Background: an optimization exercise with open tools, aiming at small area, a short achievable clock period and few clock cycles per item. Do not read the settings as production practice.
In this exercise RTL edits were held to simulation tests only and were not proved equivalent to the original.
Power and IR drop assume default switching activity.

## bimodal_branch_predictor_unit
module bimodal_branch_predictor_unit #(
   parameter int MAX_INDEX_BITS = bbp_pkg::MAX_INDEX_BITS_DEFAULT,
   parameter int COUNT_WIDTH    = bbp_pkg::COUNT_WIDTH_DEFAULT
) (
   input  logic                   clock,
   input  logic                   reset,
   input  logic                   req_valid,
   output logic                   req_ready,
   input  bbp_pkg::addr_type      req_branch_address,
   input  logic                   req_taken,
   output logic                   rsp_valid,
   input  logic                   rsp_ready,
   output logic                   rsp_predicted_taken,
   output logic                   rsp_prediction_correct,
   output bbp_pkg::field_type     rsp_total_branches,
   output bbp_pkg::field_type     rsp_right_taken_count,
   output bbp_pkg::field_type     rsp_wrong_taken_count,
   output bbp_pkg::field_type     rsp_right_not_taken_count,
   output bbp_pkg::field_type     rsp_wrong_not_taken_count,
   input  logic                   csr_write_enable,
   input  bbp_pkg::index_reg_type csr_write_data
);
   localparam int COL_BITS = MAX_INDEX_BITS / 2;
   localparam int ROW_BITS = MAX_INDEX_BITS - COL_BITS;
   localparam int ROWS     = 1 << ROW_BITS;
   localparam int COLS     = 1 << COL_BITS;
   localparam int FIFO_AW  = 3;
   localparam int FIFO_D   = 1 << FIFO_AW;
   localparam int CAP      = FIFO_D;
  ...
Settings: LEC_CHECK=0, CAP_MARGIN=20, CORE_MARGIN=2, CORE_UTILIZATION=65, CTS_CLUSTER_DIAMETER=60, CTS_CLUSTER_SIZE=30, PLACE_DENSITY=0.72, SETUP_SLACK_MARGIN=2.8, SLEW_MARGIN=20; clock period 5.0 ns.
standard.sh (not shown) runs the stock make flow with config.mk's settings and CLKGATE_MAP_FILE= SYNTH_SCRIPT=/design/flow/synth_recipe.tcl, a recipe that flattens the netlist after the stock synthesis.
==> flow/flow/run.sh <==
#!/bin/bash
set -euo pipefail
export CTS_ARGS="-sink_clustering_enable -repair_clock_nets -sink_clustering_size 30 -sink_clustering_max_diameter 60 -dont_use_dummy_load"
bash standard.sh > standard.log 2>&1
Testbench counts at the start, summed over its fixed seeds: cycles 35,595, items 32,000.
==> next run, changes <==
==> flow/flow/run.sh (replaced) <==
#!/bin/bash
set -euo pipefail
export CTS_ARGS="-sink_clustering_enable -repair_clock_nets -sink_clustering_size 24 -sink_clustering_max_diameter 50 -dont_use_dummy_load"
bash standard.sh > standard.log 2>&1
CTS_CLUSTER_DIAMETER = 50   (was 60)
CTS_CLUSTER_SIZE = 24   (was 30)
The changed run produced a clean layout.
Cell count is about the same.
Synthesized area does not change.
Utilization rose by 0.45 points.
First-iteration DRC count rose by 0.31%.
Critical path depth fell by 4.
Count of clock-buffer cells in the layout rose by 27.
Wire length stays flat.
Setup slack improved by 0.043 ns.

## job 1453
bimodal_branch_predictor_unit again, from the RTL that the note above started with.
clock: 5.0 ns
lec_check: 0
cap_margin: 20
core_margin: 2
core_utilization: 65
cts_cluster_diameter: 60
cts_cluster_size: 30
place_density: 0.72
setup_slack_margin: 2.6
slew_margin: 20
==> flow/flow/run.sh <==
#!/bin/bash
set -euo pipefail
export CTS_ARGS="-sink_clustering_enable -repair_clock_nets -sink_clustering_size 30 -sink_clustering_max_diameter 60 -dont_use_dummy_load"
bash standard.sh > standard.log 2>&1
Job 1453 completed every stage of the flow, and the final layout passed the timing, DRC and antenna checks.
Testbench counts of job 1453, summed over its fixed seeds: cycles 35,595, items 32,000.
Inputs modified between job 1453 and job 3528:
- SETUP_SLACK_MARGIN now 2.8, was 2.6
- SLEW_MARGIN now 5, was 20
- CAP_MARGIN now 5, was 20
## What came out
- The total power of job 3528 was inferior to that of job 1453.
- Compared to job 1453, job 3528 leaves less free space in the core.
- Re netlist area before placement: no difference whatsoever between job 3528 and job 1453.
[inputs] job 1177 vs job 3528
- swapping 30 for 20 in CTS_CLUSTER_SIZE
- swapping 5 for 20 in SLEW_MARGIN
- swapping 60 for 40 in CTS_CLUSTER_DIAMETER
- swapping 5 for 20 in CAP_MARGIN
==> flow/flow/run.sh <==
#!/bin/bash
set -euo pipefail
export CTS_ARGS="-sink_clustering_enable -repair_clock_nets -sink_clustering_size 20 -sink_clustering_max_diameter 40 -dont_use_dummy_load"
bash standard.sh > standard.log 2>&1
### Flow results
- In the reports for job 3528 and job 1177, the smaller fraction of the core area covered by cells at the end of the flow belongs to job 3528.
- Across both runs, setup slack was lower for job 1177 than for job 3528.
- Per the comparison of job 1177 with job 3528, via count of the first global-routing pass higher; final standard cell count with taps included and fillers excluded saw an increase.
Setup changes, job 1177 to job 2517
- a change of CTS_CLUSTER_SIZE from 20 to 30
- a change of SETUP_SLACK_MARGIN from 2.8 to 2.7
- a change of CTS_CLUSTER_DIAMETER from 40 to 60
==> flow/flow/run.sh <==
#!/bin/bash
set -euo pipefail
export CTS_ARGS="-sink_clustering_enable -repair_clock_nets -sink_clustering_size 30 -sink_clustering_max_diameter 60 -dont_use_dummy_load"
bash standard.sh > standard.log 2>&1
Results
Of job 2517 and job 1177, the run reporting the higher non-clock buffer total of the final layout was job 1177. Wire length in job 2517 is about 6% below job 1177. Job 2517 vs. job 1177: part of the total power dissipated in the clock network went down by 8.7 points. Final core area utilization was lower in the run labelled job 2517. Of the two values seen for class of the most critical setup path, register to register was produced by job 2517 and register to output port by job 1177. As far as final number of hold-violating endpoints is concerned, job 1177 and job 2517 perform about the same. Job 2517 reports a lower summed area of non-filler cells in the final layout than job 1177 does.
#### Input delta (job 2356 over job 2517)
- changing CTS_CLUSTER_SIZE from 30 to 36
- changing SETUP_SLACK_MARGIN from 2.7 to 2.8
==> flow/flow/run.sh <==
#!/bin/bash
set -euo pipefail
export CTS_ARGS="-sink_clustering_enable -repair_clock_nets -sink_clustering_size 36 -sink_clustering_max_diameter 60 -dont_use_dummy_load"
bash standard.sh > standard.log 2>&1
==> notes.md <==
Job 2356 | status: complete | timing, DRC, antenna: pass
Job 2356 vs job 2517, cell at the slowest stage of the critical path: sky130_fd_sc_hd__edfxtp_1 vs sky130_fd_sc_hd__or4_1
Job 2356 against job 2517: sink count of the clock tree about even, net switching power of the design rose about 1.5%, routed length on met1 rose 1300 um, wire length rose 4.7%, initial core utilization about even.
Summary: with job 2517 as the reference, via count in job 2356 moved up by a few percent.
Setup changes, job 2356 to job 1994
- CORE_UTILIZATION changed from 65 to 70
- PLACE_DENSITY changed from 0.72 to 0.78
- CTS_CLUSTER_SIZE changed from 36 to 30
==> flow/flow/run.sh <==
#!/bin/bash
set -euo pipefail
export CTS_ARGS="-sink_clustering_enable -repair_clock_nets -sink_clustering_size 30 -sink_clustering_max_diameter 60 -dont_use_dummy_load"
bash standard.sh > standard.log 2>&1
--- outcome ---
Job 2356 and job 1994 ended up with nearly the same areal power density over the cells.
Re transition time of the tightest slew-check pin: job 1994 is 0.058 ns up on job 2356.
Net switching fraction of the power: job 2356 vs job 1994, no meaningful difference
Looking at initial antenna violation count, job 1994 sits above job 2356.
Compared with job 2356, job 1994 shows a global-route usage that is 3.6 points higher.
Final instance area: job 2356 vs job 1994 — no meaningful difference
Job 1994 vs job 2356: global-route wire length before repair up slightly
Summary of job 1994 over job 2356: number of cells in the design after placement saw a decrease, total power of the final layout saw little to no change.
Compared with job 2356, placement density in the core of job 1994 is higher.

-- re-timing with driven ports --
How much do the figures lean on ideal ports? The routed layouts below were timed once more, with nothing changed but the port constraints. Step 1: set_driving_cell puts a clkbuf_16 on clock and a buf_2 on each other input, an assumption about the parent block. Step 2 times the ports against the registers' clock, not the clock port: input delays grow and output delays shrink by t, the midpoint of the rising clock arrivals with the driver on. a / b / c = no drivers / after step 1 / after step 2; a / b = the first two.
run | t (ns) | slack for setup (ns) | latest minus earliest clock arrival (ns) | worst register clock-pin slew, ns
the first run of note 1 | 0.895 | 2.661 / 2.612 / 2.048 | 0.075 / 0.075 | 0.11 / 0.11
the second run of note 1 | 0.893 | 2.704 / 2.624 / 2.000 | 0.077 / 0.077 | 0.09 / 0.09
job 1453 | 0.879 | 2.564 / 2.555 / 2.070 | 0.069 / 0.069 | 0.11 / 0.11
job 3528 | 0.873 | 2.709 / 2.630 / 2.056 | 0.063 / 0.063 | 0.11 / 0.11
job 1177 | 0.970 | 2.608 / 2.529 / 2.017 | 0.077 / 0.077 | 0.08 / 0.08
job 2517 | 0.887 | 2.676 / 2.624 / 2.006 | 0.072 / 0.072 | 0.11 / 0.11
job 2356 | 0.897 | 2.701 / 2.612 / 2.048 | 0.074 / 0.073 | 0.11 / 0.11
job 1994 | 0.873 | 2.637 / 2.560 / 1.978 | 0.081 / 0.081 | 0.11 / 0.11
After both steps setup and hold are still met in every run listed. The setup slack of the second run of note 1, which loses most, moves by -0.080 ns with the drivers and by -0.704 ns with both steps.
